This design comes from an exercise in tuning for small area on the open sky130 flow, not from production work. In this exercise RTL edits were held to simulation tests only and were not proved equivalent to the original. Power figures rest on the tool's default switching activity, not on a simulated workload.

File: design.v
`default_nettype none
`timescale 1ns/100ps
package uart_proto_pkg;
    localparam logic [7:0] SOF_BYTE  = 8'hA5;   
    localparam logic [7:0] CMD_RESET = 8'hFF;   
    typedef enum logic [1:0] {
        SIZE_BYTE = 2'd0,
        SIZE_HALF = 2'd1,
        SIZE_WORD = 2'd2,
        SIZE_RSVD = 2'd3     
    } size_e;
    typedef struct packed {
        logic       rw;      
        logic       inc;     
        size_e      size;
        logic [3:0] len;     
    } cmd_fields_t;
    typedef enum logic [1:0] {
        FLD_CMD  = 2'd0,
        FLD_ADDR = 2'd1,
        FLD_DATA = 2'd2,
        FLD_CRC  = 2'd3
    } field_e;
endpackage
`default_nettype wire
`default_nettype none
`timescale 1ns/100ps
package parser_status_pkg;
    typedef enum logic [7:0] {
        ST_OK      = 8'h00,
        ST_CRC_ERR = 8'h01,
        ST_CMD_INV = 8'h02      
    } status_e;
    localparam int MAX_DATA_BYTES = 64;
    localparam int DATA_COUNT_W = 7;
endpackage
`default_nettype wire
`default_nettype none
`timescale 1ns/100ps
module uart_frame_parser (
    input  wire          clk,
    input  wire          rst,
    input  wire  [7:0]   rx_data,
    input  wire          rx_valid,
    output logic         rx_ready,
    output logic         frame_valid,
    input  wire          frame_ready,
    output logic [7:0]   frame_cmd,
    output logic [31:0]  frame_addr,
    output logic [511:0] frame_data,
    output logic [6:0]   frame_count,
    output logic [7:0]   frame_status,
    output logic         soft_reset
);
    typedef enum logic [2:0] {
        S_HUNT = 3'd0,
        S_CMD  = 3'd1,
        S_ADDR = 3'd2,
        S_DATA = 3'd3,
        S_CRC  = 3'd4
    } state_t;
    state_t      state;
    logic        done;        
    logic [7:0]  cmd_q;
    logic [7:0]  crc_q;       
    logic [6:0]  cnt_q;       
    logic [31:0] addr_q;
    logic [511:0] data_q;
    logic        accept;
    logic        is_cmd;
    logic [7:0]  crc_next;
    logic        no_data;
    logic [5:0]  last_idx;    
    logic        crc_zero;
    logic        good_reset;
    logic        cmd_inv;
    function automatic logic [7:0] crc8_next(input logic [7:0] crc, input logic [7:0] data);
        logic [7:0] c;
        c = crc ^ data;
        for (int i = 0; i < 8; i++) begin
            c = c[7] ? ((c << 1) ^ 8'h07) : (c << 1);
        end
        crc8_next = c;
    endfunction
    logic        take;
    assign rx_ready = !done || frame_ready;
    assign accept   = rx_valid && rx_ready;
    assign take     = rx_valid;
    assign is_cmd   = (state == S_CMD);
    assign crc_next = crc8_next(is_cmd ? 8'h00 : crc_q, rx_data);
    assign no_data  = cmd_q[7] || (cmd_q[5:4] == 2'd3);
    always_comb begin
        case (cmd_q[5:4])
            2'd0:    last_idx = {2'b00, cmd_q[3:0]};
            2'd1:    last_idx = {1'b0, cmd_q[3:0], 1'b1};
            default: last_idx = {cmd_q[3:0], 2'b11};
        endcase
    end
    assign crc_zero   = (crc_q == 8'h00);
    assign good_reset = (cmd_q == 8'hFF) && crc_zero;
    assign frame_valid  = done && !good_reset;
    assign soft_reset   = done && good_reset;
    assign frame_cmd    = cmd_q;
    assign frame_addr   = addr_q;
    assign frame_data   = data_q;
    assign frame_count  = cnt_q;
    assign cmd_inv      = (cmd_q[5:4] == 2'd3) && (cmd_q != 8'hFF);
    assign frame_status = {6'b0, cmd_inv, !cmd_inv && !crc_zero};
    always_ff @(posedge clk) begin
        if (rst) begin
            state <= S_HUNT;
            done  <= 1'b0;
        end else begin
            if (done && (frame_ready || good_reset)) done <= 1'b0;
            if (state == S_HUNT) begin
                if (accept && rx_data == 8'hA5) state <= S_CMD;
            end else if (take) begin
                case (state)
                    S_CMD:  state <= (rx_data == 8'hFF) ? S_CRC : S_ADDR;
                    S_ADDR: if (cnt_q[1:0] == 2'd3) state <= no_data ? S_CRC : S_DATA;
                    S_DATA: if (cnt_q[5:0] == last_idx) state <= S_CRC;
                    default: begin
                        state <= S_HUNT;
                        done  <= 1'b1;
                    end
                endcase
            end
        end
    end
    always_ff @(posedge clk) begin
        if (take && state != S_HUNT) begin
            crc_q <= crc_next;
            case (state)
                S_CMD:  begin
                    cmd_q <= rx_data;
                    cnt_q <= 7'd0;
                end
                S_ADDR: cnt_q[1:0] <= cnt_q[1:0] + 2'd1;
                S_DATA: cnt_q <= cnt_q + 7'd1;
                default: ;
            endcase
        end
    end
    logic        keep;        
    logic [3:0]  aw;          
    logic [63:0] dw;          
    assign keep = !(take && is_cmd);
    logic [7:0]  drow;
    logic [7:0]  dcol;
    always_comb begin
        for (int i = 0; i < 4; i++)
            aw[i] = take && (state == S_ADDR) && (cnt_q[1:0] == i[1:0]);
        for (int j = 0; j < 8; j++) begin
            drow[j] = take && (state == S_DATA) && (cnt_q[5:3] == j[2:0]);
            dcol[j] = (cnt_q[2:0] == j[2:0]);
        end
        for (int k = 0; k < 64; k++)
            dw[k] = drow[k / 8] && dcol[k % 8];
    end
    always_ff @(posedge clk) begin
        for (int i = 0; i < 4; i++)
            addr_q[8*i +: 8] <= (rx_data & {8{aw[i]}}) | (addr_q[8*i +: 8] & {8{keep}});
        for (int k = 0; k < 64; k++)
            data_q[8*k +: 8] <= (rx_data & {8{dw[k]}}) | (data_q[8*k +: 8] & {8{keep}});
    end
endmodule
`default_nettype wire
File: constraint.sdc
create_clock -name core_clock -period 8.0 [get_ports {clk}]
set_input_delay 1.6000 -clock core_clock [delete_from_list [all_inputs] [get_ports {clk}]]
set_output_delay 1.6000 -clock core_clock [all_outputs]
set_load 0.01 [all_outputs]
File: config.mk
export PLATFORM = sky130hd
export DESIGN_NAME = uart_frame_parser
export DESIGN_NICKNAME = uart_frame_parser
export VERILOG_FILES = /design/flow/design.v
export SDC_FILE = /design/flow/constraint.sdc
export NUM_CORES = 4
export LEC_CHECK = 0
export ABC_AREA = 1
export CAP_MARGIN = 20
export CORE_MARGIN = 2
export CORE_UTILIZATION = 65
export SLEW_MARGIN = 20
File: flow/run.sh
#!/bin/bash
# Standard layout, with
#  - the port buffers made of the smallest buffer cell,
#  - over-sized logic gates with few loads downsized after placement resizing,
#  - a clock tree of clkbuf_8 leaves over clusters of about 16 registers, with no dummy loads.
set -euo pipefail
bash standard.sh \
  "BUFFER_PORTS_ARGS=-buffer_cell sky130_fd_sc_hd__buf_1" \
  "POST_RESIZE_TCL=$PWD/flow/downsize.tcl" \
  "CTS_ARGS=-sink_clustering_enable -repair_clock_nets -dont_use_dummy_load -buf_list {sky130_fd_sc_hd__clkbuf_8} -sink_clustering_size 16 -sink_clustering_max_diameter 50" \
  finish > make_finish.log 2>&1
File: flow/downsize.tcl
# Sourced after the resize step of placement (POST_RESIZE_TCL).
# Synthesis sizes some logic gates for loads they do not have. Swap each logic
# gate that drives at most 16 pins for the size-1 (or size-0) cell of the same
# function, then let repair_design fix any slew or load it breaks.
# Registers, clock cells and tie cells are left as they are.
set db [ord::get_db]
set n 0
foreach inst [[ord::get_db_block] getInsts] {
  set mname [[$inst getMaster] getName]
  if {![regexp {^(sky130_fd_sc_hd__[a-z0-9]+)_([0-9]+)$} $mname -> base size]} continue
  if {[regexp {df|clk|conb|tap|fill|decap} $base]} continue
  set fanout 0
  foreach it [$inst getITerms] {
    if {[$it isOutputSignal] && [$it getNet] != "NULL"} {
      set fanout [llength [[$it getNet] getITerms]]
    }
  }
  if {$fanout > 16} continue
  foreach s {0 1} {
    if {$s >= $size} break
    set m [$db findMaster ${base}_$s]
    if {$m != "NULL"} {
      if {[$m getWidth] < [[$inst getMaster] getWidth]} {
        replace_cell [$inst getName] ${base}_$s
        incr n
      }
      break
    }
  }
}
puts "downsize.tcl: downsized $n instances"
estimate_parasitics -placement
repair_design_helper
File: standard.sh
#!/bin/bash
# synth_recipe.tcl (not shown) runs the flow's synth.tcl, then flattens the netlist and writes it again
# the make line also repeats each setting of config.mk as NAME=value (left out here)
make -C /OpenROAD-flow-scripts/flow DESIGN_CONFIG=/design/flow/config.mk WORK_HOME=/design/flow/orfs CLKGATE_MAP_FILE= SYNTH_SCRIPT=/design/flow/synth_recipe.tcl "${@:-finish}"
==> results of run 1 <==
-- how the worst max path moves through the flow --
stage                       start                  to  slack (ns)  depth (start not counted)
2_1_floorplan         frame_ready            rx_ready        4.57                          2
3_3_place_gp             rx_valid  cmd_q[2]$_DFFE_PP_        3.99                          4
3_5_place_dp             rx_valid  cmd_q[2]$_DFFE_PP_        3.95                          4
4_1_cts               frame_ready            rx_ready        4.32                          4
5_1_grt        cmd_q[5]$_DFFE_PP_          soft_reset        4.16                          5
6_report       cmd_q[5]$_DFFE_PP_          soft_reset        4.28                          5
-- cell usage in the layout, fill, tap and decap left out, types with 6 or more instances in the layout --
| master | synthesis | final |
|---|---|---|
| nand3_1 | 20 | 20 |
| buf_4 | 9 | 12 |
| o21ai_1 | 49 | 49 |
| clkbuf_8 | 0 | 44 |
| dfxtp_1 | 548 | 548 |
| clkinv_2 | 0 | 7 |
| nor2_1 | 31 | 42 |
| buf_1 | 0 | 578 |
| xor2_1 | 17 | 17 |
| conb_1 | 1 | 6 |
| ha_1 | 6 | 6 |
| o21ai_0 | 1040 | 1040 |
| a21oi_1 | 8 | 9 |
| nand2_1 | 135 | 137 |
| edfxtp_1 | 23 | 23 |
| inv_1 | 38 | 30 |
-- synth_stat cells (2+ instances only) --
master,number
o21ai_0,1040
a21oi_1,8
nand4_1,2
edfxtp_1,23
nand2_4,2
xnor2_1,5
inv_1,38
buf_4,9
xor2_1,17
o21ai_1,49
buf_2,8
nand2_1,135
inv_2,2
nor2_1,31
clkbuf_1,170
nor2_4,10
nand3_1,20
ha_1,6
nor3_1,5
or2_2,2
dfxtp_1,548
nor4_1,4
-- power by group through the flow --
stage / logic, mW / clock network [mW] / registers, mW
floorplan: 0.670 / 0 / 3.22
global placement: 0.977 / 0 / 3.18
detailed placement: 0.984 / 0 / 3.18
CTS: 0.983 / 1.35 / 3.12
global route: 1.10 / 1.46 / 3.14
finish: 1.02 / 1.36 / 3.12
-- metal layers --
layer | wire length (µm) | GRT usage [%]
met5 | 0 | 0
met3 | 7303 | 8.721
met1 | 24550 | 52.98
met2 | 29890 | 61.75
met4 | 4099 | 23.35
-- cells by family (layout without fill, tap and decap cells) --
family	count (synthesis)	in the layout	synth area share, %
XOR/XNOR	22	22	0.9985
adder cells (fa/ha/maj)	6	6	0.3890
flip-flops	571	571	60.43
AO/OA/AOI/OAI	1099	1099	28.54
AND/OR/NAND/NOR	213	213	4.902
buffers and inverters	229	678	4.720
other	1	8	0.01943
-- metrics by stage --
stage | worst slack, ns | cells
2_1_floorplan | 4.568 | 2146
3_3_place_gp | 3.988 | 2941
3_5_place_dp | 3.949 | 2941
4_1_cts | 4.323 | 2985
5_1_grt | 4.163 | 2985
6_report | 4.285 | 2987
-- worst max-delay path, cell delays in order (launching register included) --
cell      delay (ns)
edfxtp_1        0.54
nand2_1         0.18
nor3_1          0.33
nand2_1         0.13
nor2_1          0.09
buf_1           0.25
-- registers in the layout, indices dropped and copies added, names as in the netlist --
| name | flops |
|---|---|
| cmd_q | 8 |
| crc_q | 8 |
| done | 1 |
| cnt_q | 7 |
| data_q | 512 |
| state | 3 |
| addr_q | 32 |
-- final cells by class --
type | count | area share [%]
well taps | 390 | 2.231
diodes | 2 | 0.02288
multi-input cells | 1346 | 30.39
flip-flops and latches | 571 | 53.32
clock buffers | 44 | 2.769
inverters | 41 | 0.7780
repair buffers | 593 | 10.49
==> results by group, run 1 <==
Status
  • Status: finished clean

Yosys
  • Asr flop ratio synth: 0%
  • Main synth FF type: dfxtp_1
  • Cell taking the most area after synthesis: dfxtp_1
  • Post-synthesis cell area: 19,300 µm²
  • Synthesized flop and latch total: 571
  • Yosys top cell area share: 56.85%
  • Synth Area per Inst: 9.013 µm²
  • Synth top area cells: dfxtp_1 (57%), o21ai_0 (27%), edfxtp_1 (3.6%), clkbuf_1 (3.3%), nand2_1 (2.6%)
  • Synth Warn #: 1
  • Post-synthesis sequential area ratio: 60.43%
  • Syn Inst Count: 2,141
  • EDFF count, synth: 23
  • Yosys cell types: 29

Routing
  • Antenna Nets Post-Route: 0
  • Post-DR vias/cell: 6.219
  • DRT iter0 DRCs: 2,151
  • DRT Wirelength: 65,850 µm
  • DR pass1 iterations: 6
  • DRC violation count after routing: 0
  • Vias: 18,580
  • DR WL/cell: 22.04 µm

STA
  • Final hold violations: 0
  • Final Skew: 0.03102 ns
  • Setup violations, final: 0
  • Max_slew headroom: 26.70%
  • Final Max Slew Viols: 0
  • Final hold slack: 0.4697 ns
  • RSZ-0062 raised after global routing: false
  • Final Critical Period: 3.715 ns
  • Slew @ Worst Pin: 1.099 ns
  • F_max: 269.2 MHz
  • Sum Neg Setup Slack: 0 ns
  • Final period util: 46.44%

Power
  • Comb pwr share: 18.5%
  • Sw Ratio: 31.69%
  • Worst VDD drop: 0.1873 mV
  • Power, Total: 5.493 mW
  • PD cells: 251.1 nW/µm²
  • Internal power: 3.752 mW
  • Sw Pwr: 1.741 mW
  • Clk pwr share: 24.7%
  • Reg power frac: 56.8%
  • Total leakage power: 7.615 nW

Floorplanning
  • DIE AREA: 31,080 µm²
  • Initial Util: 65.63%
  • Core area: 29,400 µm²
  • Die height: 176.3 µm
  • # rows: 63
  • I/O pin total: 582
  • Die X-Extent: 176.3 µm

CTS
  • Hold_buf cts: 0
  • CTS tree: built
  • Clock latency on the worst-skew pair: 0.58 ns
  • Clock root cell: clkbuf_8
  • Total CTS buffers: 44
  • CTS Buffer Depth: 3
  • CTS sink count: 571
  • H-tree levels: 2
  • Number of setup buffers added after CTS: 0
  • Post-CTS Resized: 0
  • CTS clk-pin slew, worst paths: 0.10 ns

Final layout
  • Multi-input gate area: 6648 µm²
  • Storage cell area: 11,660 µm²
  • Core Util, Final: 74.39%
  • Layout cells sized above 1: 2.775%
  • Fill cells: 2,437
  • Fin area: 21,870 µm²
  • Layout overhead on the synthesized area: 13.34%
  • NumNets Final: 2,615

Worst hold path
  • WHS Path Cells: 2
  • HP Start: data_q[20]$_DFF_P_
  • Worst Hold Path EP: data_q[20]$_DFF_P_
  • Hold WC Path Type: reg -> reg

Place
  • Post-DP HPWL: 42,730 µm
  • Placed Area: 21,250 µm²
  • Gpl congestion: 0.8720
  • Port buffer count: 575

Critical path
  • CP Launch Type: flip-flop
  • R2R Path End: data_q[243]$_DFF_P_
  • Setup CP Type: reg -> out
  • CP Data Arrival Time: 2.12 ns
  • Worst r2r path cells: 6
  • R2r startpoint: state[2]$_SDFFE_PP0P_
  • Largest fanout on the critical path: 8
  • Reg2Reg Setup Slack: 5.08 ns
  • Req. time, crit path: 6.40 ns
  • Setup crit end kind: output port

Global routing
  • Largest net degree at the start of global routing: 207
  • Total gr overflow: 0
  • GRT Total Usage: 40.31%
  • Vias in the first global route: 16,440
  • Global-route wire length before repair: 97,950 µm
  • Initial antenna violation count: 1

Job
  • Maximum capacitance violations: 0
==> run 2, diff against run 1 <==
--- a/design.v
+++ b/design.v
@@ -57,10 +57,12 @@
         S_CMD  = 3'd1,
         S_ADDR = 3'd2,
         S_DATA = 3'd3,
-        S_CRC  = 3'd4
+        S_CRC  = 3'd4,
+        S_SHOW = 3'd5      
     } state_t;
     state_t      state;
     logic        done;        
+    logic        hunt;        
     logic [7:0]  cmd_q;
     logic [7:0]  crc_q;       
     logic [6:0]  cnt_q;       
@@ -83,6 +85,8 @@
         crc8_next = c;
     endfunction
     logic        take;
+    assign done     = (state == S_SHOW);
+    assign hunt     = (state == S_HUNT) || done;
     assign rx_ready = !done || frame_ready;
     assign accept   = rx_valid && rx_ready;
     assign take     = rx_valid;
@@ -109,26 +113,22 @@
     always_ff @(posedge clk) begin
         if (rst) begin
             state <= S_HUNT;
-            done  <= 1'b0;
         end else begin
-            if (done && (frame_ready || good_reset)) done <= 1'b0;
-            if (state == S_HUNT) begin
+            if (hunt) begin
                 if (accept && rx_data == 8'hA5) state <= S_CMD;
+                else if (done && (frame_ready || good_reset)) state <= S_HUNT;
             end else if (take) begin
                 case (state)
                     S_CMD:  state <= (rx_data == 8'hFF) ? S_CRC : S_ADDR;
                     S_ADDR: if (cnt_q[1:0] == 2'd3) state <= no_data ? S_CRC : S_DATA;
                     S_DATA: if (cnt_q[5:0] == last_idx) state <= S_CRC;
-                    default: begin
-                        state <= S_HUNT;
-                        done  <= 1'b1;
-                    end
+                    default: state <= S_SHOW;
                 endcase
             end
         end
     end
     always_ff @(posedge clk) begin
-        if (take && state != S_HUNT) begin
+        if (take && !hunt) begin
             crc_q <= crc_next;
             case (state)
                 S_CMD:  begin
==> results by group, run 2 <==
Status
  • Status: finished clean (unchanged)

STA
  • Final hold violations: 0 (unchanged)
  • Final Skew: 0.03939 ns (was 0.03102 ns)
  • Final period util: 52.77% (was 46.44%)
  • Setup violations, final: 0 (unchanged)
  • Sum Neg Setup Slack: 0 ns (unchanged)
  • Final Critical Period: 4.221 ns (was 3.715 ns)
  • RSZ-0062 raised after global routing: false (unchanged)
  • Final Max Slew Viols: 0 (unchanged)
  • Max_slew headroom: 25.81% (was 26.70%)
  • F_max: 236.9 MHz (was 269.2 MHz)
  • Slew @ Worst Pin: 1.109 ns (was 1.099 ns)

Final layout
  • Final Non-Filler Cells: 2,990 (was 2,987)
  • Diodes inserted: 0 (was 2)
  • Largest register FFs: 512 (unchanged)
  • NumNets Final: 2,620 (was 2,615)
  • Layout cells sized above 1: 2.769% (was 2.775%)
  • Most common cell after layout, fill and taps aside: o21ai_0 (unchanged)
  • Layout overhead on the synthesized area: 13.02% (was 13.34%)
  • Commonest cells after routing, fill and taps aside: o21ai_0 (1,040), buf_1 (577), dfxtp_1 (547) (was o21ai_0 (1,040), buf_1 (578), dfxtp_1 (548))
  • Top reg by flops: data_q (unchanged)
  • Biggest regs: data_q: 512 flops, addr_q: 32 flops (unchanged)

Routing
  • DR WL/cell: 22.32 µm (was 22.04 µm)
  • Antenna Nets Post-Route: 0 (unchanged)
  • DRT Wirelength: 66,730 µm (was 65,850 µm)
  • DRT iter0 DRCs: 2,178 (was 2,151)
  • Vias: 18,540 (was 18,580)
  • Post-DR vias/cell: 6.200 (was 6.219)
  • DRC violation count after routing: 0 (unchanged)
  • DR pass1 iterations: 5 (was 6)

Floorplanning
  • Die X-Extent: 176.6 µm (was 176.3 µm)
  • # rows: 63 (unchanged)
  • DIE AREA: 31,190 µm² (was 31,080 µm²)
  • Initial Util: 65.69% (was 65.63%)
  • Die height: 176.6 µm (was 176.3 µm)
  • Core area: 29,480 µm² (was 29,400 µm²)
  • I/O pin total: 582 (unchanged)

Job
  • Maximum capacitance violations: 0 (unchanged)

Global routing
  • GRT Total Usage: 40.66% (was 40.31%)
  • Global-route wire length before repair: 98,840 µm (was 97,950 µm)
  • Total gr overflow: 0 (unchanged)
  • Initial antenna violation count: 0 (was 1)
  • Vias in the first global route: 16,830 (was 16,440)
  • Largest net degree at the start of global routing: 334 (was 207)

Worst hold path
  • Hold WC Path Type: reg -> reg (unchanged)

Yosys
  • Yosys top cell area share: 56.55% (was 56.85%)
  • Post-synthesis sequential area ratio: 60.12% (was 60.43%)
  • Syn Inst Count: 2,148 (was 2,141)
  • Most common cell in the netlist: o21ai_0 (unchanged)
  • Main synth FF type: dfxtp_1 (unchanged)
  • Synth Area per Inst: 9.015 µm² (was 9.013 µm²)
  • Synth Warn #: 1 (unchanged)
  • Asr flop ratio synth: 0% (unchanged)
  • EDFF count, synth: 23 (unchanged)
  • Post-synthesis cell area: 19,360 µm² (was 19,300 µm²)
  • Synthesized flop and latch total: 570 (was 571)
  • Synth top area cells: dfxtp_1 (57%), o21ai_0 (27%), edfxtp_1 (3.6%), clkbuf_1 (3.4%), nand2_1 (2.5%) (was dfxtp_1 (57%), o21ai_0 (27%), edfxtp_1 (3.6%), clkbuf_1 (3.3%), nand2_1 (2.6%))
  • Synth top cells by count: o21ai_0 (1,040), dfxtp_1 (547), clkbuf_1 (176) (was o21ai_0 (1,040), dfxtp_1 (548), clkbuf_1 (170))
  • Cell taking the most area after synthesis: dfxtp_1 (unchanged)
  • Yosys cell types: 29 (unchanged)

Place
  • Port buffer count: 575 (unchanged)
  • Post-DP HPWL: 43,280 µm (was 42,730 µm)
  • DP Cell Count: 2,945 (was 2,941)
  • Gpl congestion: 0.8939 (was 0.8720)

Critical path
  • Setup CP Type: reg -> reg (was reg -> out)
  • Setup crit end: data_q[431]$_DFF_P_ (was soft_reset)
  • Worst r2r path cells: 7 (was 6)
  • R2R Path End: data_q[431]$_DFF_P_ (was data_q[243]$_DFF_P_)
  • Req. time, crit path: 8.50 ns (was 6.40 ns)
  • R2r startpoint: state[1]$_SDFFE_PP0P_ (was state[2]$_SDFFE_PP0P_)
  • Reg2Reg Setup Slack: 3.78 ns (was 5.08 ns)
  • Setup crit end kind: flip-flop (was output port)
  • Largest fanout on the critical path: 129 (was 8)
  • CP startpoint: state[1]$_SDFFE_PP0P_ (was cmd_q[5]$_DFFE_PP_)
  • CP Launch Type: flip-flop (unchanged)
  • CP Data Arrival Time: 4.73 ns (was 2.12 ns)

CTS
  • CTS clk-pin slew, worst paths: 0.10 ns (about the same)
  • H-tree levels: 2 (unchanged)
  • CTS tree: built (unchanged)
  • CTS sink count: 570 (was 571)
  • Number of setup buffers added after CTS: 0 (unchanged)
  • Clock root cell: clkbuf_8 (unchanged)
  • Hold_buf cts: 0 (unchanged)
  • Post-CTS Resized: 0 (unchanged)
  • Clock latency on the worst-skew pair: 0.58 ns (about the same)
  • CTS Buffer Depth: 3 (unchanged)
  • Total CTS buffers: 44 (unchanged)

Power
  • Worst VDD drop: 0.1987 mV (was 0.1873 mV)
  • Reg power frac: 58.3% (was 56.8%)
  • Clk pwr share: 25.3% (was 24.7%)
  • Total leakage power: 7.649 nW (was 7.615 nW)
  • Sw Pwr: 1.624 mW (was 1.741 mW)
  • PD cells: 245.1 nW/µm² (was 251.1 nW/µm²)
  • Sw Ratio: 30.28% (was 31.69%)
  • Internal power: 3.740 mW (was 3.752 mW)
  • Comb pwr share: 16.4% (was 18.5%)
==> run 2: cell types whose count changed after synthesis, moves of 3 or more <==
cell / delta
buf_2: -4
clkbuf_1: +6
inv_1: -3
inv_2: +5
nand2_1: -8
nand2_2: +6
nand2_4: +6
nand4_1: +4
nor2_1: +9
nor3_1: -4
nor4_1: -4
o21ai_1: +3
==> run 2: area by class of cell <==
type                            count  area, µm²
Clock buffer                       44      605.6
Fill cell                        2396       7595
Tap cell                          390      488.0
Sequential cell                   570      11640
Multi-Input combinational cell   1353       6680
Timing Repair Buffer              591       2303
Inverter                           42      167.7
==> run 2: worst min-delay path by stage <==
stage                              startpoint                   to  slack, ns  cells after the start
after floorplan           data_q[479]$_DFF_P_  data_q[479]$_DFF_P_       0.49                      2
after detailed placement   data_q[24]$_DFF_P_   data_q[24]$_DFF_P_       0.46                      2
after CTS                  data_q[24]$_DFF_P_   data_q[24]$_DFF_P_       0.47                      2
final                      data_q[95]$_DFF_P_   data_q[95]$_DFF_P_       0.47                      2
after global routing       data_q[24]$_DFF_P_   data_q[24]$_DFF_P_       0.49                      2
after global placement    data_q[495]$_DFF_P_  data_q[495]$_DFF_P_       0.45                      2
==> run 2: power by group through the flow <==
stage / Sequential [mW] / Clock [mW] / Combinational, mW
floorplan: 3.22 / 0 / 0.557
global placement: 3.18 / 0 / 0.854
detailed placement: 3.19 / 0 / 0.861
CTS: 3.12 / 1.35 / 0.863
global route: 3.14 / 1.46 / 0.964
finish: 3.13 / 1.36 / 0.882
==> run 2: logic make-up (layout without fill, tap and decap cells) <==
logic type / Yosys count / in the layout / share of synthesized area, %
AO/OA/AOI/OAI: 1100 / 1100 / 28.45
flip-flops: 570 / 570 / 60.11
buffers and inverters: 230 / 677 / 4.659
AND/OR/NAND/NOR: 219 / 219 / 5.376
XOR/XNOR: 22 / 22 / 0.9950
adder cells (fa/ha/maj): 6 / 6 / 0.3877
other: 1 / 6 / 0.01937
==> run 2: metrics by stage <==
step | util, % | instance area (µm²) | worst slack [ns] | hold slack (ns) | total power [mW]
floorplan | - | 19380 | 4.675 | 0.4862 | 3.776
global placement | 72.68 | 21430 | 3.804 | 0.4530 | 4.037
detailed placement | 72.09 | 21250 | 3.820 | 0.4590 | 4.048
CTS | 74.14 | 21860 | 3.971 | 0.4720 | 5.337
global route | 74.24 | 21890 | 3.487 | 0.4883 | 5.558
finish | 74.24 | 21890 | 3.779 | 0.4725 | 5.365
==> run 2: critical path, cell delays in order (launching register included) <==
cell     delay [ns]
dfxtp_1        0.35
inv_1          0.09
nand3_4        0.51
buf_4          0.82
buf_4          0.90
buf_4          0.93
o21ai_0        0.22
o21ai_0        0.13
==> run 2: routing by layer <==
layer / vias up / global-route usage [%] / wire (µm)
li1: 8324 / - / -
met3: 254 / 9.711 / 7117
met1: 8784 / 50.51 / 24430
met5: - / 0 / 0
met2: 1176 / 64.42 / 30600
met4: 0 / 24.52 / 4583
==> run 3, diff against run 2 <==
--- a/design.v
+++ b/design.v
@@ -57,12 +57,10 @@
         S_CMD  = 3'd1,
         S_ADDR = 3'd2,
         S_DATA = 3'd3,
-        S_CRC  = 3'd4,
-        S_SHOW = 3'd5      
+        S_CRC  = 3'd4
     } state_t;
     state_t      state;
     logic        done;        
-    logic        hunt;        
     logic [7:0]  cmd_q;
     logic [7:0]  crc_q;       
     logic [6:0]  cnt_q;       
@@ -85,8 +83,6 @@
         crc8_next = c;
     endfunction
     logic        take;
-    assign done     = (state == S_SHOW);
-    assign hunt     = (state == S_HUNT) || done;
     assign rx_ready = !done || frame_ready;
     assign accept   = rx_valid && rx_ready;
     assign take     = rx_valid;
@@ -113,33 +109,39 @@
     always_ff @(posedge clk) begin
         if (rst) begin
             state <= S_HUNT;
+            done  <= 1'b0;
         end else begin
-            if (hunt) begin
+            if (done && (frame_ready || good_reset)) done <= 1'b0;
+            if (state == S_HUNT) begin
                 if (accept && rx_data == 8'hA5) state <= S_CMD;
-                else if (done && (frame_ready || good_reset)) state <= S_HUNT;
             end else if (take) begin
                 case (state)
                     S_CMD:  state <= (rx_data == 8'hFF) ? S_CRC : S_ADDR;
                     S_ADDR: if (cnt_q[1:0] == 2'd3) state <= no_data ? S_CRC : S_DATA;
                     S_DATA: if (cnt_q[5:0] == last_idx) state <= S_CRC;
-                    default: state <= S_SHOW;
+                    default: begin
+                        state <= S_HUNT;
+                        done  <= 1'b1;
+                    end
                 endcase
             end
         end
     end
     always_ff @(posedge clk) begin
-        if (take && !hunt) begin
+        if (take && state != S_HUNT) begin
             crc_q <= crc_next;
-            case (state)
-                S_CMD:  begin
-                    cmd_q <= rx_data;
-                    cnt_q <= 7'd0;
-                end
-                S_ADDR: cnt_q[1:0] <= cnt_q[1:0] + 2'd1;
-                S_DATA: cnt_q <= cnt_q + 7'd1;
-                default: ;
-            endcase
+            if (is_cmd) cmd_q <= rx_data;
         end
+    end
+    logic [1:0] cnt_lo;
+    logic [4:0] cnt_hi;
+    logic       cnt_up;
+    assign cnt_up = take && (state == S_ADDR || state == S_DATA);
+    assign cnt_lo = cnt_q[1:0] + {1'b0, cnt_up};
+    assign cnt_hi = cnt_q[6:2] + {4'b0, cnt_up && (state == S_DATA) && (cnt_q[1:0] == 2'd3)};
+    always_ff @(posedge clk) begin
+        if (take && is_cmd) cnt_q <= 7'd0;
+        else                cnt_q <= {cnt_hi, cnt_lo};
     end
     logic        keep;        
     logic [3:0]  aw;          
==> results by group, run 3 <==
Status
  • Status: finished clean (unchanged)

Routing
  • DR WL/cell: 22.09 µm (was 22.32 µm)
  • Vias: 18,390 (was 18,540)
  • DRT Wirelength: 66,040 µm (was 66,730 µm)
  • Post-DR vias/cell: 6.151 (was 6.200)
  • DR WL met3: 7144 µm (was 7117 µm)
  • DR WL met2: 30,550 µm (was 30,600 µm)
  • DRC violation count after routing: 0 (unchanged)
  • Antenna Nets Post-Route: 0 (unchanged)
  • DR pass1 iterations: 5 (unchanged)
  • DRT iter0 DRCs: 2,189 (was 2,178)
  • Highest routed layer: met4 (unchanged)
  • M1 WL: 24,530 µm (was 24,430 µm)

Critical path
  • CP Launch Type: flip-flop (unchanged)
  • CP startpoint: cmd_q[5]$_DFFE_PP_ (was state[1]$_SDFFE_PP0P_)
  • R2R Path End: crc_q[2]$_DFFE_PP_ (was data_q[431]$_DFF_P_)
  • R2r startpoint: state[2]$_SDFFE_PP0P_ (was state[1]$_SDFFE_PP0P_)
  • Largest fanout on the critical path: 9 (was 129)
  • Setup crit end kind: output port (was flip-flop)
  • Reg2Reg Setup Slack: 4.54 ns (was 3.78 ns)
  • Req. time, crit path: 6.40 ns (was 8.50 ns)
  • CP Data Arrival Time: 2.64 ns (was 4.73 ns)
  • Setup CP Type: reg -> out (was reg -> reg)
  • Worst r2r path cells: 12 (was 7)
  • Setup crit end: frame_status[0] (was data_q[431]$_DFF_P_)

Final layout
  • Layout cells sized above 1: 2.889% (was 2.769%)
  • Fin area: 21,800 µm² (was 21,890 µm²)
  • NumNets Final: 2,613 (was 2,620)
  • Layout overhead on the synthesized area: 12.92% (was 13.02%)
  • Most common cell after layout, fill and taps aside: o21ai_0 (unchanged)
  • Commonest cells after routing, fill and taps aside: o21ai_0 (979), buf_1 (581), dfxtp_1 (555) (was o21ai_0 (1,040), buf_1 (577), dfxtp_1 (547))
  • Top reg by flops: data_q (unchanged)
  • Largest register FFs: 512 (unchanged)
  • Biggest regs: data_q: 512 flops, addr_q: 32 flops (unchanged)

STA
  • Sum Neg Setup Slack: 0 ns (unchanged)
  • Final Skew: 0.03649 ns (was 0.03939 ns)
  • Max_slew headroom: 27.28% (was 25.81%)
  • F_max: 235.6 MHz (was 236.9 MHz)
  • Final Critical Period: 4.245 ns (was 4.221 ns)
  • Final Max Slew Viols: 0 (unchanged)
  • Slew @ Worst Pin: 1.087 ns (was 1.109 ns)
  • RSZ-0062 raised after global routing: false (unchanged)
  • Final period util: 53.06% (was 52.77%)
  • Final hold violations: 0 (unchanged)
  • Setup violations, final: 0 (unchanged)

Yosys
  • Yosys top cell area share: 57.54% (was 56.55%)
  • Synth Warn #: 1 (unchanged)
  • Asr flop ratio synth: 0% (unchanged)
  • Yosys cell types: 31 (was 29)
  • Most common cell in the netlist: o21ai_0 (unchanged)
  • Main synth FF type: dfxtp_1 (unchanged)
  • Synthesized flop and latch total: 571 (was 570)
  • Synth Area per Inst: 9.032 µm² (was 9.015 µm²)
  • Syn Inst Count: 2,138 (was 2,148)
  • Post-synthesis sequential area ratio: 60.03% (was 60.12%)
  • Synth top area cells: dfxtp_1 (58%), o21ai_0 (25%), clkbuf_1 (3.3%), o21ai_1 (2.9%), edfxtp_1 (2.5%) (was dfxtp_1 (57%), o21ai_0 (27%), edfxtp_1 (3.6%), clkbuf_1 (3.4%), nand2_1 (2.5%))
  • Post-synthesis cell area: 19,310 µm² (was 19,360 µm²)
  • EDFF count, synth: 16 (was 23)
  • Cell taking the most area after synthesis: dfxtp_1 (unchanged)
  • Synth top cells by count: o21ai_0 (979), dfxtp_1 (555), clkbuf_1 (170) (was o21ai_0 (1,040), dfxtp_1 (547), clkbuf_1 (176))

CTS
  • Clock latency on the worst-skew pair: 0.60 ns (was 0.58 ns)
  • CTS clk-pin slew, worst paths: 0.08 ns (was 0.10 ns)
  • H-tree levels: 2 (unchanged)
  • Total CTS buffers: 44 (unchanged)
  • Clock root cell: clkbuf_8 (unchanged)
  • Hold_buf cts: 0 (unchanged)
  • Number of setup buffers added after CTS: 0 (unchanged)
  • CTS Buffer Depth: 3 (unchanged)
  • CTS tree: built (unchanged)
  • Post-CTS Resized: 0 (unchanged)
  • CTS sink count: 571 (was 570)

Floorplanning
  • Die height: 176.4 µm (was 176.6 µm)
  • Initial Util: 65.50% (was 65.69%)
  • DIE AREA: 31,100 µm² (was 31,190 µm²)
  • I/O pin total: 582 (unchanged)
  • Die X-Extent: 176.4 µm (was 176.6 µm)
  • # rows: 63 (unchanged)
  • Core area: 29,480 µm² (unchanged)

Worst hold path
  • Hold WC Path Type: reg -> reg (unchanged)
  • WHS Path Cells: 2 (unchanged)

Power
  • Total leakage power: 7.574 nW (was 7.649 nW)
  • Reg power frac: 55.6% (was 58.3%)
  • Sw Pwr: 1.828 mW (was 1.624 mW)
  • Worst VDD drop: 0.1539 mV (was 0.1987 mV)
  • PD cells: 254.3 nW/µm² (was 245.1 nW/µm²)
  • Clk pwr share: 24.7% (was 25.3%)
  • Sw Ratio: 32.97% (was 30.28%)
  • Comb pwr share: 19.7% (was 16.4%)
  • Internal power: 3.717 mW (was 3.740 mW)

Global routing
  • Global-route wire length before repair: 97,810 µm (was 98,840 µm)
  • Total gr overflow: 0 (unchanged)
  • GRT Total Usage: 40.24% (was 40.66%)
  • Largest net degree at the start of global routing: 247 (was 334)
  • Vias in the first global route: 16,600 (was 16,830)
  • Initial antenna violation count: 4 (was 0)

Place
  • Gpl congestion: 0.9447 (was 0.8939)
  • Port buffer count: 575 (unchanged)
  • Placed Area: 21,190 µm² (was 21,250 µm²)
  • Post-DP HPWL: 42,380 µm (was 43,280 µm)

Job
  • Maximum capacitance violations: 0 (unchanged)
-- run 3: cell types whose count changed after synthesis, sizes merged, moves of 4 or more --
cell	delta
buf	+4
clkbuf	-6
dfxtp	+8
edfxtp	-7
nand2	-10
nor2	-7
nor4	+6
-- run 3: worst min-delay path by stage --
stage                                      from                     to  slack [ns]
final                       data_q[317]$_DFF_P_    data_q[317]$_DFF_P_        0.47
after global routing        data_q[448]$_DFF_P_    data_q[448]$_DFF_P_        0.50
after CTS                   data_q[317]$_DFF_P_    data_q[317]$_DFF_P_        0.47
after detailed placement    data_q[328]$_DFF_P_    data_q[328]$_DFF_P_        0.46
after global placement      data_q[328]$_DFF_P_    data_q[328]$_DFF_P_        0.45
after floorplan           state[1]$_SDFFE_PP0P_  state[1]$_SDFFE_PP0P_        0.47
-- run 3: stage by stage --
stage	hold WS [ns]	cells	total power, mW	worst slack [ns]	utilization, %
floorplan	0.4744	2143	3.897	4.568	-
global placement	0.4522	2942	4.200	3.654	72.64
CTS	0.4710	2986	5.499	3.832	73.92
detailed placement	0.4594	2942	4.203	3.582	71.87
finish	0.4697	2990	5.545	3.755	73.96
global route	0.5006	2990	5.745	3.726	73.96
-- run 3: layout make-up --
type / count / area [µm²]
antenna: 4 / 10.01
clock buffer: 44 / 605.6
fill: 2352 / 7676
inverter: 43 / 170.2
multi-input combinational: 1343 / 6641
sequential: 571 / 11590
tap: 390 / 488.0
timing repair buffer: 595 / 2298
-- run 3: layer usage --
layer | global-route usage [%] | vias up
li1 | - | 8317
met1 | 50.29 | 8731
met5 | 0 | -
met2 | 64.35 | 1133
met3 | 9.948 | 210
met4 | 21.83 | 0
-- run 3: cells by family after synthesis --
logic type / count (synthesis) / synth area share [%]
other: 1 / 0.01942
xor gates and xnor gates: 22 / 0.9978
and+or+nand+nor: 213 / 5.579
adders and majority gates: 3 / 0.1944
buffers and inverters: 229 / 4.659
AOI/OAI and AO/OA: 1099 / 28.52
DFF: 571 / 60.03
-- run 3: power groups by stage --
| stage | Combinational, mW | Clock, mW | Sequential (mW) |
|---|---|---|---|
| floorplan | 0.733 | 0 | 3.16 |
| global placement | 1.06 | 0 | 3.14 |
| detailed placement | 1.06 | 0 | 3.14 |
| CTS | 1.06 | 1.36 | 3.08 |
| global route | 1.19 | 1.46 | 3.09 |
| finish | 1.09 | 1.37 | 3.08 |
-- run 3: critical path: stages (launching register included) --
cell	delay [ns]
edfxtp_1	0.54
nand2_1	0.14
nor4_1	0.78
nor2_1	0.26
nor2_1	0.17
buf_1	0.16
==> run 4, diff against run 3 <==
--- a/config.mk
+++ b/config.mk
@@ -5,7 +5,6 @@
 export SDC_FILE = /design/flow/constraint.sdc
 export NUM_CORES = 4
 export LEC_CHECK = 0
-export ABC_AREA = 1
 export CAP_MARGIN = 20
 export CORE_MARGIN = 2
 export CORE_UTILIZATION = 65
==> results by group, run 4 <==
Status
  • Status: finished clean (unchanged)

Floorplanning
  • # rows: 61 (was 63)
  • Core area: 27,710 µm² (was 29,480 µm²)
  • Die height: 171.6 µm (was 176.4 µm)
  • I/O pin total: 582 (unchanged)
  • Initial Util: 65.94% (was 65.50%)
  • Die X-Extent: 171.6 µm (was 176.4 µm)
  • DIE AREA: 29,460 µm² (was 31,100 µm²)

Final layout
  • Biggest regs: data_q: 512 flops, addr_q: 32 flops (unchanged)
  • Fin area: 20,980 µm² (was 21,800 µm²)
  • Final Non-Filler Cells: 2,354 (was 2,990)
  • NumNets Final: 1,991 (was 2,613)
  • Top reg by flops: data_q (unchanged)
  • Layout cells sized above 1: 3.495% (was 2.889%)
  • Most common cell after layout, fill and taps aside: buf_1 (was o21ai_0)
  • Largest register FFs: 512 (unchanged)
  • Layout overhead on the synthesized area: 14.83% (was 12.92%)
  • Fill cells: 2,024 (was 2,352)
  • Core Util, Final: 75.71% (was 73.96%)
  • Commonest cells after routing, fill and taps aside: buf_1 (570), dfxtp_1 (555), a22o_1 (544) (was o21ai_0 (979), buf_1 (581), dfxtp_1 (555))

Critical path
  • Critical path's slowest cell: nor4_1 (unchanged)
  • R2r startpoint: state[0]$_SDFFE_PP0P_ (was state[2]$_SDFFE_PP0P_)
  • Cell repeated most along the worst path: nor4_1 (was nor2_1)
  • Reg2Reg Setup Slack: 4.86 ns (was 4.54 ns)
  • Worst r2r path cells: 4 (was 12)
  • CP Launch Type: flip-flop (unchanged)
  • Largest fanout on the critical path: 4 (was 9)
  • Setup crit end kind: output port (unchanged)
  • CP startpoint: crc_q[6]$_DFFE_PP_ (was cmd_q[5]$_DFFE_PP_)
  • Setup CP Type: reg -> out (unchanged)
  • R2R Path End: data_q[330]$_DFF_P_ (was crc_q[2]$_DFFE_PP_)
  • Req. time, crit path: 6.40 ns (about the same)
  • Worst-path cell chain: nor4_1 -> nand4_1 -> nor4_1 -> and2_1 -> buf_1 (was nand2_1 -> nor4_1 -> nor2_1 -> nor2_1 -> buf_1)
  • CP Data Arrival Time: 2.76 ns (was 2.64 ns)
  • Crit path largest cell delay: 0.59 ns (was 0.78 ns)

CTS
  • CTS sink count: 571 (unchanged)
  • CTS tree: built (unchanged)
  • Number of setup buffers added after CTS: 0 (unchanged)
  • Total CTS buffers: 43 (was 44)
  • CTS Buffer Depth: 3 (unchanged)
  • Clock root cell: clkbuf_8 (unchanged)
  • H-tree levels: 2 (unchanged)
  • Clock latency on the worst-skew pair: 0.58 ns (was 0.60 ns)
  • Hold_buf cts: 0 (unchanged)
  • CTS clk-pin slew, worst paths: 0.08 ns (about the same)
  • Post-CTS Resized: 0 (unchanged)

Yosys
  • Synth top area cells: dfxtp_1 (61%), a22o_1 (26%), edfxtp_1 (2.6%), clkbuf_1 (2.0%), nor2_1 (1.7%) (was dfxtp_1 (58%), o21ai_0 (25%), clkbuf_1 (3.3%), o21ai_1 (2.9%), edfxtp_1 (2.5%))
  • Most common cell in the netlist: dfxtp_1 (was o21ai_0)
  • EDFF count, synth: 16 (unchanged)
  • Asr flop ratio synth: 0% (unchanged)
  • Synth Warn #: 1 (unchanged)
  • Synth top cells by count: dfxtp_1 (555), a22o_1 (544), clkbuf_1 (96) (was o21ai_0 (979), dfxtp_1 (555), clkbuf_1 (170))
  • Post-synthesis cell area: 18,270 µm² (was 19,310 µm²)
  • Main synth FF type: dfxtp_1 (unchanged)
  • Portion of netlist area occupied by mux cells: 0.1644% (was 0%)
  • Syn Inst Count: 1,481 (was 2,138)
  • Yosys cell types: 47 (was 31)
  • Adder-cell area share of the yosys netlist: 0.2055% (was 0.1944%)
  • Post-synthesis sequential area ratio: 63.45% (was 60.03%)
  • Cell taking the most area after synthesis: dfxtp_1 (unchanged)
  • Compound-gate portion of the synthesized area: 26.98% (was 28.52%)
  • Post-synthesis simple-gate area fraction: 3.671% (was 5.579%)
  • Synthesized flop and latch total: 571 (unchanged)
  • Synth Area per Inst: 12.33 µm² (was 9.032 µm²)
  • Synth Area in XOR/XNOR: 1.870% (was 0.9979%)
  • Largest family of logic cells by synthesized area: compound AO/OA/AOI/OAI gates (unchanged)
  • Yosys top cell area share: 60.82% (was 57.54%)

Place
  • Post-DP HPWL: 39,570 µm (was 42,380 µm)
  • Place WS: 3.913 ns (was 3.582 ns)
  • Port buffer count: 575 (unchanged)
  • Gpl congestion: 0.9074 (was 0.9447)
  • DP Cell Count: 2,309 (was 2,942)
  • Placed Area: 20,370 µm² (was 21,190 µm²)

Routing
  • DR WL/cell: 25.39 µm (was 22.09 µm)
  • Antenna Nets Post-Route: 0 (unchanged)
  • DRT Wirelength: 59,780 µm (was 66,040 µm)
  • DRC violation count after routing: 0 (unchanged)
  • Post-DR vias/cell: 6.371 (was 6.151)
  • DRT iter0 DRCs: 1,502 (was 2,189)
  • DR pass1 iterations: 5 (unchanged)
  • Vias: 15,000 (was 18,390)

STA
  • Max_slew headroom: 20.60% (was 27.28%)
  • Final period util: 54.46% (was 53.06%)
  • Final Skew: 0.03470 ns (was 0.03649 ns)
  • F_max: 229.5 MHz (was 235.6 MHz)
  • Final Max Slew Viols: 0 (unchanged)
  • Slew @ Worst Pin: 1.182 ns (was 1.087 ns)
  • RSZ-0062 raised after global routing: false (unchanged)
  • Final Critical Period: 4.357 ns (was 4.245 ns)
  • Min setup slack post-route: 3.643 ns (was 3.755 ns)
  • Final hold violations: 0 (unchanged)
  • Setup violations, final: 0 (unchanged)
  • Final hold slack: 0.4819 ns (was 0.4697 ns)
  • Sum Neg Setup Slack: 0 ns (unchanged)

Power
  • Power, Total: 4.745 mW (was 5.545 mW)
  • Total leakage power: 7.968 nW (was 7.574 nW)
  • PD cells: 226.2 nW/µm² (was 254.3 nW/µm²)
  • Worst VDD drop: 0.1595 mV (was 0.1539 mV)

Worst hold path
  • WHS Path Cells: 1 (was 2)
  • Worst Hold Path EP: data_q[119]$_DFF_P_ (was data_q[317]$_DFF_P_)
  • HP Start: data_q[119]$_DFF_P_ (was data_q[317]$_DFF_P_)
  • Hold WC Path Type: reg -> reg (unchanged)

Job
  • Maximum capacitance violations: 0 (unchanged)

Global routing
  • Largest net degree at the start of global routing: 207 (was 247)
  • Global-route wire length before repair: 85,260 µm (was 97,810 µm)
  • Total gr overflow: 0 (unchanged)
  • Initial antenna violation count: 1 (was 4)
  • Vias in the first global route: 13,380 (was 16,600)
  • GRT Total Usage: 38.05% (was 40.24%)
## run 4: how the worst max path moves through the flow
stage | endpoint | slack [ns] | depth (start not counted)
global route | soft_reset | 3.62 | 5
finish | soft_reset | 3.64 | 5
detailed placement | cmd_q[6]$_DFFE_PP_ | 3.91 | 4
global placement | cmd_q[4]$_DFFE_PP_ | 3.97 | 4
floorplan | rx_ready | 4.62 | 1
CTS | soft_reset | 3.67 | 5
## run 4: critical path, delay by kind of cell, from the launching register on
family	cells	cell delay (ns)
buf+inv	1	0.23
flops	1	0.47
simple gates	4	1.50
## run 4: where the power goes
part | internal (mW) | leakage, nW | switching (mW)
combinational | 0.125 | 3.04 | 0.302
sequential | 2.93 | 4.62 | 0.0626
clock | 0.484 | 0.309 | 0.844
## run 4: final cells by class
class | instances | area [µm²] | share of cell area (%)
repair buffers | 589 | 2282 | 10.88
diodes | 2 | 5.005 | 0.02386
inverters | 8 | 30.03 | 0.1432
multi-input cells | 763 | 6003 | 28.62
well taps | 378 | 473.0 | 2.255
clock buffers | 43 | 591.8 | 2.821
flip-flops and latches | 571 | 11590 | 55.26
## run 4: metal layers
metal / vias up / track usage [%] / wire, µm
met4: 0 / 18.46 / 3017
met5: - / 0 / 0
li1: 6510 / - / -
met1: 7400 / 48.54 / 22650
met2: 909 / 60.07 / 27820
met3: 178 / 10.26 / 6293
## run 4: logic make-up (layout without fill, tap and decap cells)
group                      Yosys count  after routing
AOI/OAI and AO/OA                  567            567
other                                1              8
muxes                                3              3
xor gates and xnor gates            36             36
DFF                                571            571
adders and majority gates            3              3
and+or+nand+nor                    148            148
buffers and inverters              152            640
==> run 5, diff against run 4 <==
--- a/config.mk
+++ b/config.mk
@@ -7,5 +7,5 @@
 export LEC_CHECK = 0
 export CAP_MARGIN = 20
 export CORE_MARGIN = 2
-export CORE_UTILIZATION = 65
+export CORE_UTILIZATION = 69
 export SLEW_MARGIN = 20
==> results by group, run 5 <==
Status
  • Status: finished clean (unchanged)

Final layout
  • Final Non-Filler Cells: 2,309 (was 2,354)
  • Layout overhead on the synthesized area: 14.53% (was 14.83%)
  • Most common cell after layout, fill and taps aside: buf_1 (unchanged)
  • Commonest cells after routing, fill and taps aside: buf_1 (571), dfxtp_1 (555), a22o_1 (544) (was buf_1 (570), dfxtp_1 (555), a22o_1 (544))
  • Biggest regs: data_q: 512 flops, addr_q: 32 flops (unchanged)
  • Layout cells sized above 1: 3.347% (was 3.495%)
  • Largest register FFs: 512 (unchanged)
  • Fill cells: 1,658 (was 2,024)
  • Top reg by flops: data_q (unchanged)
  • NumNets Final: 1,989 (was 1,991)

Critical path
  • Setup CP Type: reg -> out (unchanged)
  • Req. time, crit path: 6.40 ns (about the same)
  • Largest fanout on the critical path: 4 (unchanged)
  • R2r startpoint: state[0]$_SDFFE_PP0P_ (unchanged)
  • CP Launch Type: flip-flop (unchanged)
  • Setup crit end kind: output port (unchanged)
  • CP startpoint: crc_q[3]$_DFFE_PP_ (was crc_q[6]$_DFFE_PP_)
  • CP Data Arrival Time: 2.56 ns (was 2.76 ns)

Routing
  • DR WL/cell: 25.96 µm (was 25.39 µm)
  • Post-DR vias/cell: 6.546 (was 6.371)
  • DRT Wirelength: 59,950 µm (was 59,780 µm)
  • DRT iter0 DRCs: 1,977 (was 1,502)
  • Vias: 15,110 (was 15,000)
  • Antenna Nets Post-Route: 0 (unchanged)
  • DRC violation count after routing: 0 (unchanged)
  • DR pass1 iterations: 7 (was 5)

CTS
  • Number of setup buffers added after CTS: 0 (unchanged)
  • Hold_buf cts: 0 (unchanged)
  • Clock latency on the worst-skew pair: 0.60 ns (was 0.58 ns)
  • Post-CTS Resized: 0 (unchanged)
  • CTS sink count: 571 (unchanged)
  • CTS tree: built (unchanged)
  • Total CTS buffers: 44 (was 43)
  • CTS clk-pin slew, worst paths: 0.10 ns (was 0.08 ns)
  • CTS Buffer Depth: 3 (unchanged)
  • Clock root cell: clkbuf_8 (unchanged)
  • H-tree levels: 2 (unchanged)

Yosys
  • Post-synthesis sequential area ratio: 63.45% (unchanged)
  • Cell taking the most area after synthesis: dfxtp_1 (unchanged)
  • Synth top cells by count: dfxtp_1 (555), a22o_1 (544), clkbuf_1 (96) (unchanged)
  • Synth Area per Inst: 12.33 µm² (unchanged)
  • Main synth FF type: dfxtp_1 (unchanged)
  • Post-synthesis cell area: 18,270 µm² (unchanged)
  • Yosys top cell area share: 60.82% (unchanged)
  • Asr flop ratio synth: 0% (unchanged)
  • Syn Inst Count: 1,481 (unchanged)
  • Yosys cell types: 47 (unchanged)
  • Synth top area cells: dfxtp_1 (61%), a22o_1 (26%), edfxtp_1 (2.6%), clkbuf_1 (2.0%), nor2_1 (1.7%) (unchanged)
  • Synth Warn #: 1 (unchanged)
  • EDFF count, synth: 16 (unchanged)
  • Most common cell in the netlist: dfxtp_1 (unchanged)
  • Synthesized flop and latch total: 571 (unchanged)

STA
  • Sum Neg Setup Slack: 0 ns (unchanged)
  • Final hold violations: 0 (unchanged)
  • Final Skew: 0.04183 ns (was 0.03470 ns)
  • Final Max Slew Viols: 0 (unchanged)
  • F_max: 240.4 MHz (was 229.5 MHz)
  • RSZ-0062 raised after global routing: false (unchanged)
  • Slew @ Worst Pin: 1.256 ns (was 1.182 ns)
  • Final period util: 52.00% (was 54.46%)
  • Final Critical Period: 4.160 ns (was 4.357 ns)
  • Setup violations, final: 0 (unchanged)
  • Max_slew headroom: 16.27% (was 20.60%)

Global routing
  • Initial antenna violation count: 2 (was 1)
  • Total gr overflow: 0 (unchanged)
  • Vias in the first global route: 13,850 (was 13,380)
  • Largest net degree at the start of global routing: 264 (was 207)
  • Global-route wire length before repair: 89,150 µm (was 85,260 µm)
  • GRT Total Usage: 40.93% (was 38.05%)

Place
  • Post-DP HPWL: 39,660 µm (was 39,570 µm)
  • Gpl congestion: 0.8774 (was 0.9074)
  • Port buffer count: 575 (unchanged)
  • DP Cell Count: 2,263 (was 2,309)

Floorplanning
  • I/O pin total: 582 (unchanged)
  • Core area: 26,060 µm² (was 27,710 µm²)
  • Die X-Extent: 166.7 µm (was 171.6 µm)
  • # rows: 59 (was 61)
  • DIE AREA: 27,790 µm² (was 29,460 µm²)
  • Die height: 166.7 µm (was 171.6 µm)
  • Initial Util: 70.10% (was 65.94%)

Power
  • Total leakage power: 7.961 nW (was 7.968 nW)
  • Worst VDD drop: 0.1880 mV (was 0.1595 mV)
  • PD cells: 227.9 nW/µm² (was 226.2 nW/µm²)

Worst hold path
  • HP Start: data_q[408]$_DFF_P_ (was data_q[119]$_DFF_P_)
  • Hold WC Path Type: reg -> reg (unchanged)

Job
  • Maximum capacitance violations: 0 (unchanged)
[run 5: cell counts after synthesis]
Identical to the previous run, type by type.
[run 5: cells by family (layout without fill, tap and decap cells)]
| group | after synthesis | count (layout) | synth area share [%] |
|---|---|---|---|
| flip-flops | 571 | 571 | 63.45 |
| AND/OR/NAND/NOR | 148 | 148 | 3.671 |
| multiplexers | 3 | 3 | 0.1644 |
| AO/OA/AOI/OAI | 567 | 567 | 26.98 |
| XOR/XNOR | 36 | 36 | 1.870 |
| buffers and inverters | 152 | 638 | 3.637 |
| other | 1 | 8 | 0.02053 |
| adder cells (fa/ha/maj) | 3 | 3 | 0.2055 |
[run 5: final cells by class]
type | count | area [µm²] | share of cell area, %
diodes | 2 | 5.005 | 0.02392
clock buffers | 44 | 605.6 | 2.894
inverters | 8 | 30.03 | 0.1435
multi-input cells | 763 | 6003 | 28.69
flip-flops and latches | 571 | 11590 | 55.40
well taps | 335 | 419.2 | 2.003
repair buffers | 586 | 2268 | 10.84
[run 5: per-layer routing]
metal  GRT usage, %  share of wire (%)  vias up
met2          63.51                 46     1015
met5              0                  0        -
met3          10.00                 11      197
met4          20.69                5.8        0
met1          53.85                 38     7396
li1               -                  -     6506
[run 5: power by group]
part           leakage, nW  switching, mW  total (mW)  internal, mW
Sequential            4.62         0.0691        3.00          2.93
Combinational         3.03          0.294       0.419         0.125
Clock                0.316          0.857        1.35         0.495
[run 5: final timing paths]
path         slack (ns)  cells past startpoint             endpoint
max                3.84                      5           soft_reset
min                0.48                      1  data_q[408]$_DFF_P_
max reg2reg        4.56                      4   cmd_q[0]$_DFFE_PP_
min reg2reg        0.48                      1  data_q[408]$_DFF_P_
[run 5: per-stage QoR]
| step | util [%] | setup WS [ns] | area [µm²] | power, mW | hold WS (ns) |
|---|---|---|---|---|---|
| 2_1_floorplan | - | 4.617 | 18290 | 3.324 | 0.5222 |
| 5_1_grt | 80.29 | 3.634 | 20920 | 4.891 | 0.4919 |
| 6_report | 80.29 | 3.840 | 20920 | 4.768 | 0.4822 |
| 4_1_cts | 80.25 | 3.888 | 20910 | 4.741 | 0.4827 |
| 3_3_place_gp | 78.11 | 4.108 | 20350 | 3.462 | 0.4597 |
| 3_5_place_dp | 77.93 | 3.809 | 20310 | 3.469 | 0.4619 |
[run 5: worst max-delay path, cell delays in order (launching register included)]
cell and delay, ns:
edfxtp_1 0.48, nor4_1 0.41, nand4_1 0.16, nor4_1 0.47, and2_1 0.21, buf_1 0.25
==> run 6, diff against run 5 <==
--- a/flow/run.sh
+++ b/flow/run.sh
@@ -7,5 +7,5 @@
 bash standard.sh \
   "BUFFER_PORTS_ARGS=-buffer_cell sky130_fd_sc_hd__buf_1" \
   "POST_RESIZE_TCL=$PWD/flow/downsize.tcl" \
-  "CTS_ARGS=-sink_clustering_enable -repair_clock_nets -dont_use_dummy_load -buf_list {sky130_fd_sc_hd__clkbuf_8} -sink_clustering_size 16 -sink_clustering_max_diameter 50" \
+  "CTS_ARGS=-sink_clustering_enable -repair_clock_nets -dont_use_dummy_load -buf_list {sky130_fd_sc_hd__clkbuf_8} -sink_clustering_size 18 -sink_clustering_max_diameter 60" \
   finish > make_finish.log 2>&1
--- a/config.mk
+++ b/config.mk
@@ -7,5 +7,5 @@
 export LEC_CHECK = 0
 export CAP_MARGIN = 20
 export CORE_MARGIN = 2
-export CORE_UTILIZATION = 69
+export CORE_UTILIZATION = 65
 export SLEW_MARGIN = 20
==> results by group, run 6 <==
Status
  • Status: finished clean (unchanged)

Global routing
  • GR met3 Demand/Resource: 10.77% (was 10.00%)
  • GRT Total Usage: 38.06% (was 40.93%)
  • Routing usage on met2: 59.56% (was 63.51%)
  • Initial antenna violation count: 1 (was 2)
  • Vias in the first global route: 13,300 (was 13,850)
  • Gr busiest metal: met2 (unchanged)
  • Total gr overflow: 0 (unchanged)
  • Global-route wire length before repair: 85,090 µm (was 89,150 µm)
  • M1 GR Usage: 48.56% (was 53.85%)
  • Largest net degree at the start of global routing: 207 (was 264)

Yosys
  • Synth top area cells: dfxtp_1 (61%), a22o_1 (26%), edfxtp_1 (2.6%), clkbuf_1 (2.0%), nor2_1 (1.7%) (unchanged)
  • Most common cell in the netlist: dfxtp_1 (unchanged)
  • Synthesized flop and latch total: 571 (unchanged)
  • EDFF count, synth: 16 (unchanged)
  • Post-synthesis cell area: 18,270 µm² (unchanged)
  • Synth Area per Inst: 12.33 µm² (unchanged)
  • Yosys cell types: 47 (unchanged)
  • Syn Inst Count: 1,481 (unchanged)
  • Synth Warn #: 1 (unchanged)
  • Main synth FF type: dfxtp_1 (unchanged)
  • Asr flop ratio synth: 0% (unchanged)
  • Cell taking the most area after synthesis: dfxtp_1 (unchanged)
  • Yosys top cell area share: 60.82% (unchanged)
  • Post-synthesis sequential area ratio: 63.45% (unchanged)
  • Synth top cells by count: dfxtp_1 (555), a22o_1 (544), clkbuf_1 (96) (unchanged)

CTS
  • Clock root cell: clkbuf_8 (unchanged)
  • Hold_buf cts: 0 (unchanged)
  • Post-CTS Resized: 0 (unchanged)
  • CTS sink count: 571 (unchanged)
  • CTS Buffer Depth: 3 (unchanged)
  • H-tree levels: 2 (unchanged)
  • CTS tree: built (unchanged)
  • Clock latency on the worst-skew pair: 0.59 ns (was 0.60 ns)
  • Number of setup buffers added after CTS: 0 (unchanged)
  • Total CTS buffers: 37 (was 44)
  • CTS clk-pin slew, worst paths: 0.10 ns (about the same)

Final layout
  • NumNets Final: 1,985 (was 1,989)
  • Most common cell after layout, fill and taps aside: buf_1 (unchanged)
  • Commonest cells after routing, fill and taps aside: buf_1 (570), dfxtp_1 (555), a22o_1 (544) (was buf_1 (571), dfxtp_1 (555), a22o_1 (544))
  • Final Non-Filler Cells: 2,347 (was 2,309)
  • Biggest regs: data_q: 512 flops, addr_q: 32 flops (unchanged)
  • Largest register FFs: 512 (unchanged)
  • Top reg by flops: data_q (unchanged)
  • Layout cells sized above 1: 3.201% (was 3.347%)
  • Layout overhead on the synthesized area: 14.36% (was 14.53%)
  • Core Util, Final: 75.41% (was 80.29%)

STA
  • Final Max Slew Viols: 0 (unchanged)
  • Slew @ Worst Pin: 1.120 ns (was 1.256 ns)
  • RSZ-0062 raised after global routing: false (unchanged)
  • F_max: 228.6 MHz (was 240.4 MHz)
  • Final period util: 54.68% (was 52.00%)
  • Sum Neg Setup Slack: 0 ns (unchanged)
  • Final hold violations: 0 (unchanged)
  • Final Skew: 0.03677 ns (was 0.04183 ns)
  • Final Critical Period: 4.375 ns (was 4.160 ns)
  • Setup violations, final: 0 (unchanged)
  • Max_slew headroom: 25.15% (was 16.27%)

Floorplanning
  • DIE AREA: 29,460 µm² (was 27,790 µm²)
  • I/O pin total: 582 (unchanged)
  • Initial Util: 65.94% (was 70.10%)
  • Die height: 171.6 µm (was 166.7 µm)
  • # rows: 61 (was 59)
  • Core area: 27,710 µm² (was 26,060 µm²)
  • Die X-Extent: 171.6 µm (was 166.7 µm)

Place
  • DP Cell Count: 2,309 (was 2,263)
  • Gpl congestion: 0.9074 (was 0.8774)
  • Post-DP HPWL: 39,570 µm (was 39,660 µm)
  • Port buffer count: 575 (unchanged)

Routing
  • DRT Wirelength: 59,630 µm (was 59,950 µm)
  • DRC violation count after routing: 0 (unchanged)
  • DR WL/cell: 25.41 µm (was 25.96 µm)
  • DR pass1 iterations: 7 (unchanged)
  • DRT iter0 DRCs: 1,402 (was 1,977)
  • Vias: 14,930 (was 15,110)
  • Antenna Nets Post-Route: 0 (unchanged)
  • Post-DR vias/cell: 6.361 (was 6.546)

Critical path
  • Reg2Reg Setup Slack: 4.82 ns (was 4.56 ns)
  • R2R Path End: cmd_q[2]$_DFFE_PP_ (was cmd_q[0]$_DFFE_PP_)
  • R2r startpoint: state[0]$_SDFFE_PP0P_ (unchanged)
  • Setup crit end kind: output port (unchanged)
  • CP Launch Type: flip-flop (unchanged)
  • Largest fanout on the critical path: 4 (unchanged)
  • Setup CP Type: reg -> out (unchanged)
  • Worst r2r path cells: 4 (unchanged)
  • Req. time, crit path: 6.40 ns (about the same)
  • CP Data Arrival Time: 2.77 ns (was 2.56 ns)

Power
  • PD cells: 223.5 nW/µm² (was 227.9 nW/µm²)
  • Total leakage power: 7.925 nW (was 7.961 nW)
  • Worst VDD drop: 0.1606 mV (was 0.1880 mV)

Worst hold path
  • Worst Hold Path EP: data_q[43]$_DFF_P_ (was data_q[408]$_DFF_P_)
  • WHS Path Cells: 1 (unchanged)
  • Hold WC Path Type: reg -> reg (unchanged)
  • HP Start: data_q[43]$_DFF_P_ (was data_q[408]$_DFF_P_)

Job
  • Maximum capacitance violations: 0 (unchanged)
## run 6: cell counts after synthesis
No cell type changed its count.
## run 6: power breakdown
group | internal [mW] | switching, mW | total [mW]
Sequential | 2.93 | 0.0634 | 2.99
Clock | 0.420 | 0.832 | 1.25
Combinational | 0.125 | 0.301 | 0.426
Total | 3.47 | 1.20 | 4.67
## run 6: final cells by class
cell class,count,area (µm²)
sequential,571,11590
inverter,8,30.03
tap,378,473.0
multi-input combinational,763,6003
timing repair buffer,589,2282
fill,2027,6814
clock buffer,37,509.2
antenna,1,2.502
## run 6: critical path, cell delays in order (launching register included)
cell,delay [ns]
edfxtp_1,0.48
nor4_1,0.58
nand4_1,0.16
nor4_1,0.53
and2_1,0.23
buf_1,0.22
## run 6: kinds of logic after synthesis
| kind of cell | share of synthesized area (%) |
|---|---|
| AO/OA/AOI/OAI | 26.98 |
| other | 0.02053 |
| buffers and inverters | 3.637 |
| multiplexers | 0.1644 |
| AND/OR/NAND/NOR | 3.671 |
| XOR/XNOR | 1.870 |
| flip-flops | 63.45 |
| adder cells (fa/ha/maj) | 0.2055 |
## run 6: how the worst max path moves through the flow
stage	start	end	slack, ns	depth (start not counted)
final	crc_q[6]$_DFFE_PP_	soft_reset	3.63	5
after global routing	crc_q[6]$_DFFE_PP_	soft_reset	3.60	5
after detailed placement	rx_valid	cmd_q[6]$_DFFE_PP_	3.91	4
after CTS	crc_q[6]$_DFFE_PP_	soft_reset	3.64	5
after floorplan	frame_ready	rx_ready	4.62	1
after global placement	rx_valid	cmd_q[4]$_DFFE_PP_	3.97	4
## run 6: stage by stage
step	setup slack (ns)	power, mW	area [µm²]	hold slack, ns
after floorplan	4.617	3.324	18290	0.5222
after global placement	3.973	3.470	20420	0.4603
after detailed placement	3.913	3.474	20370	0.4619
after CTS	3.642	4.658	20880	0.4892
after global routing	3.602	4.805	20890	0.5005
final	3.625	4.670	20890	0.4875
## run 6: per-layer routing
layer  vias to the layer above  share of wire, %
met5                         -                 0
met4                         0               5.3
met3                       189                10
met2                       891                46
met1                      7347                38
li1                       6502                 -

[static timing again, ports no longer ideal]
In the flow no input, the clock included, has a driving cell. The finished layouts below were timed again as built, in two steps. Step 1 (the two cells are an assumption about what drives the block):
set clk [get_ports {clk}]
set_driving_cell -lib_cell sky130_fd_sc_hd__clkbuf_16 $clk
set_driving_cell -lib_cell sky130_fd_sc_hd__buf_2 [delete_from_list [all_inputs] $clk]
Step 2 times the ports against the registers' clock, not the clock port: input delays grow and output delays shrink by t, the midpoint of the rising clock arrivals with the driver on. a / b / c = no drivers / after step 1 / after step 2; a / b = the first two.
| run | shift t [ns] | setup slack, ns | slew at the worst register clock pin (ns) |
|---|---|---|---|
| run 1 | 0.623 | 4.285 / 4.235 / 3.850 | 0.10 / 0.10 |
| run 2 | 0.616 | 3.779 / 3.779 / 3.513 | 0.10 / 0.10 |
| run 3 | 0.633 | 3.755 / 3.705 / 3.457 | 0.10 / 0.10 |
| run 4 | 0.613 | 3.643 / 3.593 / 3.887 | 0.10 / 0.10 |
| run 5 | 0.620 | 3.840 / 3.792 / 3.697 | 0.10 / 0.10 |
| run 6 | 0.617 | 3.625 / 3.575 / 3.863 | 0.12 / 0.12 |
After both steps every run listed still meets setup and hold. The setup slack of run 1, which loses most, moves by -0.050 ns with the drivers and by -0.435 ns with both steps.
